Source: an optimization exercise on an open RTL-to-GDS flow (aim: a short achievable clock period and few clock cycles). Production flows keep margins and buffers that such runs may drop. RTL that was checked went through simulation tests only; none was proved equivalent to the original. The flow treats the clock pin as an ideal source, which a real chip does not have. Power is estimated from default activity; no workload was simulated.

==> 07-15 <==
==> flow/design.v <==
package rt_pkg;
  typedef logic signed [31:0] fixed_t;   
  typedef struct packed {
    fixed_t z;
    fixed_t y;
    fixed_t x;
  } vec3_t;
  typedef struct packed {
    vec3_t dir;
    vec3_t orig;
  } ray_t;
  typedef struct packed {
    vec3_t v2;
    vec3_t v1;
    vec3_t v0;
  } tri_t;
  localparam int unsigned RAY_HWORDS = 12;
  localparam int unsigned CNT_HWORDS = 2;
  localparam int unsigned TRI_HWORDS = 18;
  localparam logic [1:0] IssHdr  = 2'd0;   
  localparam logic [1:0] IssWait = 2'd1;   
  localparam logic [1:0] IssTri  = 2'd2;   
  localparam logic [1:0] IssEnd  = 2'd3;   
endpackage
module avm_read_issuer #(
  parameter int unsigned MAX_PEND = 4
) (
  input  logic        clk,
  input  logic        reset,
  input  logic        load_i,         
  input  logic [31:0] load_addr_i,
  input  logic        nz_i,           
  input  logic        zero_i,         
  input  logic        cnt_i,          
  input  logic [31:0] cnt_val_i,
  input  logic        take_i,         
  input  logic        rsp_i,          
  input  logic        waitrequest_i,
  output logic        read_o,
  output logic [31:0] address_o
);
  localparam logic [5:0] SPACE = 6'(2 * rt_pkg::TRI_HWORDS);
  logic [1:0]  ph_q, ph_d;
  logic        read_q, read_d;
  logic [31:0] addr_q, addr_new;
  logic        addr_ld;
  logic [4:0]  hw_q, hw_d;
  logic [31:0] left_q, left_d;       
  logic [2:0]  pend_q, pend_d;
  logic [5:0]  space_q, space_d;
  logic        nz_q, nz_d;           
  logic        acc;
  logic        hw_last, rec_last, nz;
  logic        can_acc, can_noacc;
  logic        pend_ok_acc, pend_ok_noacc;
  assign acc      = read_q && !waitrequest_i;
  assign hw_last  = (ph_q == rt_pkg::IssHdr) ? (hw_q == 5'd13) : (hw_q == 5'd17);
  assign rec_last = (left_q == 32'd1);
  assign nz       = nz_q || nz_i;
  always_comb begin
    can_acc   = 1'b0;
    can_noacc = 1'b0;
    unique case (ph_q)
      rt_pkg::IssHdr: begin
        can_acc   = !hw_last || nz;
        can_noacc = 1'b1;
      end
      rt_pkg::IssWait: begin
        can_acc   = 1'b0;
        can_noacc = nz_i;
      end
      rt_pkg::IssTri: begin
        can_acc   = !(hw_last && rec_last) && (space_q > 6'd1);
        can_noacc = (space_q != 6'd0);
      end
      default: ;
    endcase
  end
  assign pend_ok_acc   = rsp_i || (pend_q < 3'(MAX_PEND - 1));
  assign pend_ok_noacc = rsp_i || (pend_q < 3'(MAX_PEND));
  always_comb begin
    if (read_q) read_d = waitrequest_i || (can_acc && pend_ok_acc);
    else        read_d = can_noacc && pend_ok_noacc;
    ph_d    = ph_q;
    hw_d    = hw_q;
    left_d  = left_q;
    space_d = space_q;
    pend_d  = pend_q + 3'(acc) - 3'(rsp_i);
    nz_d    = nz_q || nz_i;
    if (acc) begin
      hw_d = hw_last ? 5'd0 : hw_q + 5'd1;
      if (ph_q == rt_pkg::IssHdr && hw_last) begin
        ph_d    = nz ? rt_pkg::IssTri : rt_pkg::IssWait;
        space_d = SPACE;
      end
      if (ph_q == rt_pkg::IssTri) begin
        space_d = space_q - 6'd1;
        if (hw_last) begin
          left_d = left_q - 32'd1;
          if (rec_last) ph_d = rt_pkg::IssEnd;
        end
      end
    end
    if (take_i) space_d = space_d + 6'(rt_pkg::TRI_HWORDS);
    if (ph_q == rt_pkg::IssWait) begin
      if (nz_i)   ph_d = rt_pkg::IssTri;
      if (zero_i) ph_d = rt_pkg::IssEnd;
    end
    if (cnt_i) left_d = cnt_val_i;
    if (load_i) begin
      read_d  = 1'b1;
      ph_d    = rt_pkg::IssHdr;
      hw_d    = '0;
      pend_d  = '0;
      nz_d    = 1'b0;
    end
  end
  always_ff @(posedge clk) begin
    if (!reset) begin
      read_q  <= 1'b0;
      ph_q    <= rt_pkg::IssEnd;
      hw_q    <= '0;
      pend_q  <= '0;
      space_q <= '0;
      nz_q    <= 1'b0;
    end else begin
      read_q  <= read_d;
      ph_q    <= ph_d;
      hw_q    <= hw_d;
      pend_q  <= pend_d;
      space_q <= space_d;
      nz_q    <= nz_d;
    end
  end
  assign addr_ld  = load_i || acc;
  assign addr_new = load_i ? load_addr_i : addr_q + 32'd2;
  always_ff @(posedge clk) begin
    addr_q <= addr_q ^ ({32{addr_ld}} & (addr_q ^ addr_new));
    left_q <= left_d;
  end
  assign read_o    = read_q;
  assign address_o = addr_q;
endmodule
module scene_fetch #(
  parameter int unsigned MAX_PEND = 4
) (
  input  logic                 clk,
  input  logic                 reset,
  input  logic                 start,
  input  logic [31:0]          base_addr,
  output logic                 avm_m0_read,
  output logic [31:0]          avm_m0_address,
  output logic [1:0]           avm_m0_byteenable,
  input  logic                 avm_m0_waitrequest,
  input  logic [15:0]          avm_m0_readdata,
  input  logic                 avm_m0_readdatavalid,
  output logic [191:0]         o_ray,
  output logic                 o_ray_valid,
  output logic [287:0]         o_tri,
  output logic [31:0]          o_tri_index,
  output logic                 o_tri_valid,
  input  logic                 i_tri_ready,
  output logic                 o_tri_last,
  output logic [31:0]          o_tri_cnt,
  output logic                 o_busy,
  output logic                 o_done
);
  logic         busy_q, done_q, done_d;
  logic         load;
  logic         rdv;
  logic [15:0]  rd;
  logic         rx_tri_q, rx_tri_d;
  logic [4:0]   rx_hw_q, rx_hw_d;
  logic [287:0] rec_q, rec_d;
  logic         full_q, full_d;      
  logic         lo_nz_q;             
  logic [191:0] ray_q;
  logic         ray_valid_q, ray_valid_d;
  logic [31:0]  cnt_q;
  logic [287:0] tri_q;
  logic         tri_valid_q, tri_valid_d;
  logic [31:0]  idx_q, ld_q;         
  logic [31:0]  ld_left_q;           
  logic         last_q;
  logic         take_q;
  logic         ray_ld, lo_rx, cnt_ld, tri_ld, rec_end, handshake, rd_nz, nz_ev, zero_ev;
  logic [31:0]  cnt_val;
  assign rdv       = avm_m0_readdatavalid;
  assign rd        = avm_m0_readdata;
  assign load      = start && !busy_q;
  assign handshake = tri_valid_q && i_tri_ready;
  assign rec_d   = rdv ? {rd, rec_q[287:16]} : rec_q;
  assign ray_ld  = rdv && !rx_tri_q && (rx_hw_q == 5'd11);
  assign lo_rx   = rdv && !rx_tri_q && (rx_hw_q == 5'd12);
  assign cnt_ld  = rdv && !rx_tri_q && (rx_hw_q == 5'd13);
  assign cnt_val = rec_d[287:256];
  assign rd_nz   = (rd != 16'd0);
  assign nz_ev   = (lo_rx || cnt_ld) && rd_nz;
  assign zero_ev = cnt_ld && !rd_nz && !lo_nz_q;
  assign rec_end = rdv && rx_tri_q && (rx_hw_q == 5'd17);
  assign tri_ld  = (full_q || rec_end) && !tri_valid_q;
  avm_read_issuer #(.MAX_PEND(MAX_PEND)) u_issuer (
    .clk           (clk),
    .reset         (reset),
    .load_i        (load),
    .load_addr_i   (base_addr),
    .nz_i          (nz_ev),
    .zero_i        (zero_ev),
    .cnt_i         (cnt_ld),
    .cnt_val_i     (cnt_val),
    .take_i        (take_q),
    .rsp_i         (rdv),
    .waitrequest_i (avm_m0_waitrequest),
    .read_o        (avm_m0_read),
    .address_o     (avm_m0_address)
  );
  always_comb begin
    rx_tri_d    = rx_tri_q;
    rx_hw_d     = rx_hw_q;
    full_d      = full_q;
    done_d      = zero_ev;
    if (rdv) begin
      if (cnt_ld) begin
        rx_tri_d = 1'b1;
        rx_hw_d  = '0;
      end else if (rec_end) begin
        rx_hw_d  = '0;
      end else begin
        rx_hw_d  = rx_hw_q + 5'd1;
      end
    end
    if (handshake && last_q) done_d = 1'b1;
    if (rec_end) full_d = 1'b1;
    if (tri_ld) full_d = 1'b0;
    if (load) begin
      rx_tri_d    = 1'b0;
      rx_hw_d     = '0;
      full_d      = 1'b0;
    end
  end
  assign ray_valid_d = !load && (ray_ld || ray_valid_q);
  assign tri_valid_d = (tri_valid_q && !i_tri_ready) || tri_ld;
  always_ff @(posedge clk) begin
    if (!reset) begin
      busy_q      <= 1'b0;
      done_q      <= 1'b0;
      rx_tri_q    <= 1'b0;
      rx_hw_q     <= '0;
      full_q      <= 1'b0;
      ray_valid_q <= 1'b0;
      tri_valid_q <= 1'b0;
      take_q      <= 1'b0;
    end else begin
      busy_q      <= load || (busy_q && !done_q);
      done_q      <= done_d;
      rx_tri_q    <= rx_tri_d;
      rx_hw_q     <= rx_hw_d;
      full_q      <= full_d;
      ray_valid_q <= ray_valid_d;
      tri_valid_q <= tri_valid_d;
      take_q      <= handshake;
    end
  end
  always_ff @(posedge clk) begin
    rec_q <= rec_d;
    if (lo_rx) lo_nz_q <= rd_nz;
    if (cnt_ld) begin
      ld_q      <= '0;
      ld_left_q <= cnt_val;
    end
    if (tri_ld) begin
      ld_q      <= ld_q + 32'd1;
      ld_left_q <= ld_left_q - 32'd1;
    end
    ray_q  <= ray_q ^ ({192{ray_ld}} & (ray_q ^ rec_d[287:96]));
    cnt_q  <= cnt_q ^ ({32{cnt_ld}} & (cnt_q ^ cnt_val));
    tri_q  <= tri_q ^ ({288{tri_ld}} & (tri_q ^ rec_d));
    idx_q  <= idx_q ^ ({32{tri_ld}} & (idx_q ^ ld_q));
    last_q <= last_q ^ (tri_ld & (last_q ^ (ld_left_q == 32'd1)));
  end
  assign avm_m0_byteenable = 2'b11;
  assign o_ray       = ray_q;
  assign o_ray_valid = ray_valid_q;
  assign o_tri       = tri_q;
  assign o_tri_index = idx_q;
  assign o_tri_valid = tri_valid_q;
  assign o_tri_last  = last_q;
  assign o_tri_cnt   = cnt_q;
  assign o_busy      = busy_q;
  assign o_done      = done_q;
endmodule
==> flow/flow/run.sh <==
#!/bin/bash
# Standard ORFS layout, with timing repair aiming for 6.5 ns of setup slack at every stage.
set -euo pipefail
bash standard.sh SETUP_SLACK_MARGIN=6.5 finish > flow_make.log 2>&1
==> flow/standard.sh <==
#!/bin/bash
# synth_recipe.tcl (not shown) runs the flow's synth.tcl, then flattens the netlist and writes it again
# the make line also repeats each setting of config.mk as NAME=value (left out here)
make -C /OpenROAD-flow-scripts/flow DESIGN_CONFIG=/design/flow/config.mk WORK_HOME=/design/flow/orfs CLKGATE_MAP_FILE= SYNTH_SCRIPT=/design/flow/synth_recipe.tcl "${@:-finish}"
==> flow/config.mk <==
export PLATFORM = sky130hd
export DESIGN_NAME = scene_fetch
export DESIGN_NICKNAME = scene_fetch
export VERILOG_FILES = /design/flow/design.v
export SDC_FILE = /design/flow/constraint.sdc
export NUM_CORES = 4
export LEC_CHECK = 0
export ABC_CLOCK_PERIOD_IN_PS = 2500
export CAP_MARGIN = 20
export CORE_MARGIN = 2
export CORE_UTILIZATION = 40
export SLEW_MARGIN = 20
==> flow/constraint.sdc <==
create_clock -name core_clock -period 8.0 [get_ports {clk}]
set_input_delay 1.6000 -clock core_clock [delete_from_list [all_inputs] [get_ports {clk}]]
set_output_delay 1.6000 -clock core_clock [all_outputs]
set_load 0.01 [all_outputs]
==> 09-23: changes against 07-15 <==
==> flow/design.v, changed modules only <==
module avm_read_issuer #(
  parameter int unsigned MAX_PEND = 4
) (
  input  logic        clk,
  input  logic        reset,
  input  logic        load_i,         
  input  logic [31:0] load_addr_i,
  input  logic        nz_i,           
  input  logic        zero_i,         
  input  logic        cnt_i,          
  input  logic [31:0] cnt_val_i,
  input  logic        take_i,         
  input  logic        rsp_i,          
  input  logic        waitrequest_i,
  output logic        read_o,
  output logic [31:0] address_o
);
  localparam logic [5:0] SPACE = 6'(2 * rt_pkg::TRI_HWORDS);
  logic [1:0]  ph_q, ph_d;
  logic        read_q, read_d;
  logic [31:0] addr_q, addr_h;
  logic [4:0]  hw_q, hw_d;
  logic [31:0] left_q;               
  logic        dec_q, dec_d;         
  logic [2:0]  pend_q, pend_d;
  logic [5:0]  space_q, space_d;
  logic        nz_q, nz_d;           
  logic        acc;
  logic        hw_last, rec_last, nz;
  logic        can_acc, can_noacc;
  logic        pend_ok_acc, pend_ok_noacc;
  assign acc      = read_q && !waitrequest_i;
  assign hw_last  = (ph_q == rt_pkg::IssHdr) ? (hw_q == 5'd13) : (hw_q == 5'd17);
  assign rec_last = (left_q == 32'd1);
  assign nz       = nz_q || nz_i;
  always_comb begin
    can_acc   = 1'b0;
    can_noacc = 1'b0;
    unique case (ph_q)
      rt_pkg::IssHdr: begin
        can_acc   = !hw_last || nz;
        can_noacc = 1'b1;
      end
      rt_pkg::IssWait: begin
        can_acc   = 1'b0;
        can_noacc = nz_i;
      end
      rt_pkg::IssTri: begin
        can_acc   = !(hw_last && rec_last) && (space_q > 6'd1);
        can_noacc = (space_q != 6'd0);
      end
      default: ;
    endcase
  end
  assign pend_ok_acc   = rsp_i || (pend_q < 3'(MAX_PEND - 1));
  assign pend_ok_noacc = rsp_i || (pend_q < 3'(MAX_PEND));
  always_comb begin
    if (read_q) read_d = waitrequest_i || (can_acc && pend_ok_acc);
    else        read_d = can_noacc && pend_ok_noacc;
    ph_d    = ph_q;
    hw_d    = hw_q;
    dec_d   = 1'b0;
    space_d = space_q;
    pend_d  = pend_q + 3'(acc) - 3'(rsp_i);
    nz_d    = nz_q || nz_i;
    if (acc) begin
      hw_d = hw_last ? 5'd0 : hw_q + 5'd1;
      if (ph_q == rt_pkg::IssHdr && hw_last) begin
        ph_d    = nz ? rt_pkg::IssTri : rt_pkg::IssWait;
        space_d = SPACE;
      end
      if (ph_q == rt_pkg::IssTri) begin
        space_d = space_q - 6'd1;
        if (hw_last) begin
          dec_d = 1'b1;
          if (rec_last) ph_d = rt_pkg::IssEnd;
        end
      end
    end
    if (take_i) space_d = space_d + 6'(rt_pkg::TRI_HWORDS);
    if (ph_q == rt_pkg::IssWait) begin
      if (nz_i)   ph_d = rt_pkg::IssTri;
      if (zero_i) ph_d = rt_pkg::IssEnd;
    end
    if (load_i) begin
      read_d  = 1'b1;
      ph_d    = rt_pkg::IssHdr;
      hw_d    = '0;
      pend_d  = '0;
      nz_d    = 1'b0;
    end
  end
  always_ff @(posedge clk) begin
    if (!reset) begin
      read_q  <= 1'b0;
      ph_q    <= rt_pkg::IssEnd;
      hw_q    <= '0;
      dec_q   <= 1'b0;
      pend_q  <= '0;
      space_q <= '0;
      nz_q    <= 1'b0;
    end else begin
      read_q  <= read_d;
      ph_q    <= ph_d;
      hw_q    <= hw_d;
      dec_q   <= dec_d;
      pend_q  <= pend_d;
      space_q <= space_d;
      nz_q    <= nz_d;
    end
  end
  always_ff @(posedge clk) begin
    if (!reset)      addr_q <= '0;
    else if (load_i) addr_q <= load_addr_i;
    else if (acc)    addr_q <= addr_h + 32'd2;
    else             addr_q <= addr_h;
  end
  always_ff @(posedge clk) begin
    if (load_i)      addr_h <= load_addr_i;
    else if (acc)    addr_h <= addr_h + 32'd2;
    if (cnt_i)       left_q <= cnt_val_i;
    else if (dec_q)  left_q <= left_q - 32'd1;
  end
  assign read_o    = read_q;
  assign address_o = addr_q;
endmodule
module scene_fetch #(
  parameter int unsigned MAX_PEND = 4
) (
  input  logic                 clk,
  input  logic                 reset,
  input  logic                 start,
  input  logic [31:0]          base_addr,
  output logic                 avm_m0_read,
  output logic [31:0]          avm_m0_address,
  output logic [1:0]           avm_m0_byteenable,
  input  logic                 avm_m0_waitrequest,
  input  logic [15:0]          avm_m0_readdata,
  input  logic                 avm_m0_readdatavalid,
  output logic [191:0]         o_ray,
  output logic                 o_ray_valid,
  output logic [287:0]         o_tri,
  output logic [31:0]          o_tri_index,
  output logic                 o_tri_valid,
  input  logic                 i_tri_ready,
  output logic                 o_tri_last,
  output logic [31:0]          o_tri_cnt,
  output logic                 o_busy,
  output logic                 o_done
);
  logic         busy_q, done_q, done_d;
  logic         load;
  logic         rdv;
  logic [15:0]  rd;
  logic         rx_tri_q, rx_tri_d;
  logic [4:0]   rx_hw_q, rx_hw_d;
  logic [287:0] rec_q, rec_d;
  logic         full_q, full_d;      
  logic         lo_nz_q;             
  logic         ray_ld_q, cnt_ld_q, zero_q, tri_ld_q;
  logic [191:0] ray_q, ray_h;
  logic         ray_valid_q, ray_valid_d;
  logic [31:0]  cnt_q, cnt_h;
  logic [287:0] tri_q, tri_h;
  logic         tri_valid_q, tri_valid_d;
  logic [31:0]  idx_q, idx_h, ld_q;        
  logic [31:0]  ld_left_q;           
  logic         last_q, last_h;
  logic         take_q;
  logic         ray_ld, lo_rx, cnt_ld, tri_ld, rec_end, handshake, rd_nz, nz_ev, zero_ev;
  assign rdv       = avm_m0_readdatavalid;
  assign rd        = avm_m0_readdata;
  assign load      = start && !busy_q;
  assign handshake = tri_valid_q && i_tri_ready;
  assign rec_d   = rdv ? {rd, rec_q[287:16]} : rec_q;
  assign ray_ld  = rdv && !rx_tri_q && (rx_hw_q == 5'd11);
  assign lo_rx   = rdv && !rx_tri_q && (rx_hw_q == 5'd12);
  assign cnt_ld  = rdv && !rx_tri_q && (rx_hw_q == 5'd13);
  assign rd_nz   = (rd != 16'd0);
  assign nz_ev   = (lo_rx || cnt_ld) && rd_nz;
  assign zero_ev = cnt_ld && !rd_nz && !lo_nz_q;
  assign rec_end = rdv && rx_tri_q && (rx_hw_q == 5'd17);
  assign tri_ld  = (full_q || rec_end) && !tri_valid_q;
  avm_read_issuer #(.MAX_PEND(MAX_PEND)) u_issuer (
    .clk           (clk),
    .reset         (reset),
    .load_i        (load),
    .load_addr_i   (base_addr),
    .nz_i          (nz_ev),
    .zero_i        (zero_ev),
    .cnt_i         (cnt_ld_q),
    .cnt_val_i     (rec_q[287:256]),
    .take_i        (take_q),
    .rsp_i         (rdv),
    .waitrequest_i (avm_m0_waitrequest),
    .read_o        (avm_m0_read),
    .address_o     (avm_m0_address)
  );
  always_comb begin
    rx_tri_d = rx_tri_q;
    rx_hw_d  = rx_hw_q;
    full_d   = full_q;
    done_d   = zero_q || (handshake && last_h);
    if (rdv) begin
      if (cnt_ld) begin
        rx_tri_d = 1'b1;
        rx_hw_d  = '0;
      end else if (rec_end) begin
        rx_hw_d  = '0;
      end else begin
        rx_hw_d  = rx_hw_q + 5'd1;
      end
    end
    if (rec_end) full_d = 1'b1;
    if (tri_ld)  full_d = 1'b0;
    if (load) begin
      rx_tri_d = 1'b0;
      rx_hw_d  = '0;
      full_d   = 1'b0;
    end
  end
  assign ray_valid_d = !load && (ray_ld_q || ray_valid_q);
  assign tri_valid_d = (tri_valid_q && !i_tri_ready) || tri_ld;
  always_ff @(posedge clk) begin
    if (!reset) begin
      busy_q      <= 1'b0;
      done_q      <= 1'b0;
      rx_tri_q    <= 1'b0;
      rx_hw_q     <= '0;
      full_q      <= 1'b0;
      ray_ld_q    <= 1'b0;
      cnt_ld_q    <= 1'b0;
      zero_q      <= 1'b0;
      tri_ld_q    <= 1'b0;
      ray_valid_q <= 1'b0;
      tri_valid_q <= 1'b0;
      take_q      <= 1'b0;
    end else begin
      busy_q      <= load || (busy_q && !done_q);
      done_q      <= done_d;
      rx_tri_q    <= rx_tri_d;
      rx_hw_q     <= rx_hw_d;
      full_q      <= full_d;
      ray_ld_q    <= ray_ld;
      cnt_ld_q    <= cnt_ld;
      zero_q      <= zero_ev;
      tri_ld_q    <= tri_ld;
      ray_valid_q <= ray_valid_d;
      tri_valid_q <= tri_valid_d;
      take_q      <= handshake;
    end
  end
  always_ff @(posedge clk) begin
    rec_q <= rec_d;
    if (lo_rx) lo_nz_q <= rd_nz;
    if (cnt_ld_q) begin
      ld_q      <= '0;
      ld_left_q <= rec_q[287:256];
    end else if (tri_ld_q) begin
      ld_q      <= ld_q + 32'd1;
      ld_left_q <= ld_left_q - 32'd1;
    end
  end
  always_ff @(posedge clk) begin
    if (ray_ld_q) ray_h <= rec_q[287:96];
    if (cnt_ld_q) cnt_h <= rec_q[287:256];
    if (tri_ld) begin
      tri_h  <= rec_d;
      idx_h  <= ld_q;
      last_h <= (ld_left_q == 32'd1);
    end
  end
  always_ff @(posedge clk) begin
    if (!reset) begin
      ray_q  <= '0;
      cnt_q  <= '0;
      tri_q  <= '0;
      idx_q  <= '0;
      last_q <= 1'b0;
    end else begin
      ray_q  <= ray_ld_q ? rec_q[287:96] : ray_h;
      cnt_q  <= cnt_ld_q ? rec_q[287:256] : cnt_h;
      tri_q  <= tri_ld ? rec_d : tri_h;
      idx_q  <= tri_ld ? ld_q : idx_h;
      last_q <= tri_ld ? (ld_left_q == 32'd1) : last_h;
    end
  end
  assign avm_m0_byteenable = 2'b11;
  assign o_ray       = ray_q;
  assign o_ray_valid = ray_valid_q;
  assign o_tri       = tri_q;
  assign o_tri_index = idx_q;
  assign o_tri_valid = tri_valid_q;
  assign o_tri_last  = last_q;
  assign o_tri_cnt   = cnt_q;
  assign o_busy      = busy_q;
  assign o_done      = done_q;
endmodule
==> flow/flow/run.sh (replaced) <==
#!/bin/bash
# Standard ORFS layout with three changes: timing repair aims for 6 ns of setup slack,
# clock sinks are clustered 25 per leaf buffer within 100 um, and the clock tree's root
# buffer is removed after CTS (flow/pre_cts.tcl) so the clock port drives the 4 first-level
# buffers directly. ORFS writes each step's log under orfs/logs; make's output goes to
# flow_make.log.
set -euo pipefail
bash standard.sh SETUP_SLACK_MARGIN=6 CTS_CLUSTER_SIZE=25 CTS_CLUSTER_DIAMETER=100 \
  PRE_CTS_TCL="$PWD/flow/pre_cts.tcl" finish > flow_make.log 2>&1
==> flow/flow/pre_cts.tcl (new file) <==
proc my_remove_clock_root {} {
  set block [ord::get_db_block]
  set port [$block findBTerm clk]
  set net [$port getNet]
  set loads {}
  foreach it [$net getITerms] { if {[$it isInputSignal]} { lappend loads $it } }
  if {[llength $loads] != 1} { puts "ROOTRM: clk has [llength $loads] loads, left alone"; return }
  set root [[lindex $loads 0] getInst]
  set master [[$root getMaster] getName]
  if {![string match "sky130_fd_sc_hd__clkbuf_*" $master]} { puts "ROOTRM: root is $master, left alone"; return }
  set rname [$root getName]
  set onet [[$root findITerm X] getNet]
  set sinks {}
  foreach it [$onet getITerms] { if {[$it getInst] != $root} { lappend sinks $it } }
  if {[llength $sinks] > 4 || [llength [$onet getBTerms]] > 0} { puts "ROOTRM: root drives [llength $sinks] cells, left alone"; return }
  foreach it $sinks { $it disconnect; $it connect $net }
  [$root findITerm A] disconnect
  [$root findITerm X] disconnect
  odb::dbInst_destroy $root
  odb::dbNet_destroy $onet
  puts "ROOTRM: removed root buffer $rname; clk now drives [llength $sinks] buffers"
}

rename clock_tree_synthesis my_orig_clock_tree_synthesis
proc clock_tree_synthesis {args} {
  my_orig_clock_tree_synthesis {*}$args
  my_remove_clock_root
}
--- a/flow/config.mk
+++ b/flow/config.mk
@@ -11,2 +11,3 @@
 export CORE_UTILIZATION = 40
+export SETUP_SLACK_MARGIN = 5
 export SLEW_MARGIN = 20
==> 11-14: changes against 07-15 <==
--- a/flow/design.v
+++ b/flow/design.v
@@ -44,4 +44,3 @@
   logic        read_q, read_d;
-  logic [31:0] addr_q, addr_new;
-  logic        addr_ld;
+  logic [31:0] addr_q;
   logic [4:0]  hw_q, hw_d;
@@ -134,6 +133,8 @@
   end
-  assign addr_ld  = load_i || acc;
-  assign addr_new = load_i ? load_addr_i : addr_q + 32'd2;
+  always_ff @(posedge clk or negedge reset) begin
+    if (!reset) addr_q <= '0;
+    else if (load_i) addr_q <= load_addr_i;
+    else if (acc) addr_q <= addr_q + 32'd2;
+  end
   always_ff @(posedge clk) begin
-    addr_q <= addr_q ^ ({32{addr_ld}} & (addr_q ^ addr_new));
     left_q <= left_d;
@@ -274,7 +275,19 @@
     end
-    ray_q  <= ray_q ^ ({192{ray_ld}} & (ray_q ^ rec_d[287:96]));
-    cnt_q  <= cnt_q ^ ({32{cnt_ld}} & (cnt_q ^ cnt_val));
-    tri_q  <= tri_q ^ ({288{tri_ld}} & (tri_q ^ rec_d));
-    idx_q  <= idx_q ^ ({32{tri_ld}} & (idx_q ^ ld_q));
-    last_q <= last_q ^ (tri_ld & (last_q ^ (ld_left_q == 32'd1)));
+  end
+  always_ff @(posedge clk or negedge reset) begin
+    if (!reset) begin
+      ray_q  <= '0;
+      cnt_q  <= '0;
+      tri_q  <= '0;
+      idx_q  <= '0;
+      last_q <= 1'b0;
+    end else begin
+      if (ray_ld) ray_q <= rec_d[287:96];
+      if (cnt_ld) cnt_q <= cnt_val;
+      if (tri_ld) begin
+        tri_q  <= rec_d;
+        idx_q  <= ld_q;
+        last_q <= (ld_left_q == 32'd1);
+      end
+    end
   end
==> flow/flow/run.sh (replaced) <==
#!/bin/bash
# Standard ORFS layout; timing repair aims for 6 ns of setup slack at every stage.
set -euo pipefail
bash standard.sh SETUP_SLACK_MARGIN=6 finish > flow_make.log 2>&1
--- a/flow/config.mk
+++ b/flow/config.mk
@@ -11,2 +11,3 @@
 export CORE_UTILIZATION = 40
+export SETUP_SLACK_MARGIN = 5
 export SLEW_MARGIN = 20
==> 06-20: changes against 07-15 <==
==> flow/flow/run.sh (replaced) <==
#!/bin/bash
# Standard ORFS layout, with timing repair aiming for 5.6 ns of setup slack at every stage.
set -euo pipefail
bash standard.sh SETUP_SLACK_MARGIN=5.6 finish > flow_make.log 2>&1
==> comparison table <==
quantity	09-23	11-14	06-20	07-15
GRT Overall Usage	0.262	0.373	0.228	0.267
Final critical-path setup slack	5.19 ns	5.02 ns	5.10 ns	5.09 ns
Synth-to-layout area growth	49.2%	90.6%	38.4%	57.0%
CORE AREA	0.126 mm²	0.0936 mm²	0.0865 mm²	0.0865 mm²
Number of global-route vias before repair	34975	37519	21614	24067
Portion of the post-synthesis area used by sequential elements	0.636	0.626	0.766	0.766
Highest signal layer in the routed design	met5	met5	met4	met4
Result of the run	timing/DRC/antenna clean	timing/DRC/antenna clean	timing/DRC/antenna clean	timing/DRC/antenna clean
Capture point of the worst reg-to-reg path	ld_left_q[19]$_DFFE_PP_	tri_q[31]$_DFFE_PN0P_	u_issuer.left_q[24]$_DFFE_PP_	-
Number of clock buffers in the layout	88	167	137	137
R2R Path Start	ld_left_q[1]$_DFFE_PP_	rx_hw_q[0]$_SDFFE_PP0P_	u_issuer.ph_q[0]$_SDFF_PN1_	rx_tri_q$_SDFFE_PP0P_
Non-clock inverter total of the final layout	34	216	86	93
Comb. pwr	0.00190 W	0.00244 W	0.00126 W	0.00163 W
Max-Slew Margin vs Limit	0.429	0.471	0.482	0.483
Testbench counts of 07-15, summed over its fixed seeds: cycles 88,925.
Testbench counts of 06-20, summed over its fixed seeds: cycles 88,925.
Function not checked in 09-23 and 11-14: the RTL went through the layout flow alone.

[static timing again, ports no longer ideal]
No port has a modelled driver above. Below, the same layouts with a new extraction and two added sets of constraints.
Step 1 sets driving cells, clkbuf_16 on the clock port and buf_2 on the other inputs (assumed; they add their load-dependent delay and slew).
Step 2 also shifts input and output timing later by t, the mid clock arrival at the registers, as if the neighbouring blocks saw the same clock.
Slacks: ideal / step 1 / step 2; pairs: ideal / step 1.
run | t, ns | slack for setup (ns) | worst hold slack (ns) | worst data-port slew with drivers (ns)
07-15 | 0.732 | 5.088 / 4.446 / 3.715 | 0.473 / 0.473 / 0.473 | 1.13
09-23 | 0.762 | 5.188 / 5.110 / 4.656 | 0.451 / 0.451 / 0.451 | 0.25
11-14 | 0.791 | 5.017 / 4.860 / 4.068 | 0.480 / 0.480 / 0.480 | 0.47
06-20 | 0.715 | 5.099 / 5.037 / 4.342 | 0.473 / 0.473 / 0.473 | 0.36
After both steps setup and hold are still met in every run listed. The setup slack of 07-15, which loses most, moves by -0.642 ns with the drivers and by -1.373 ns with both steps.
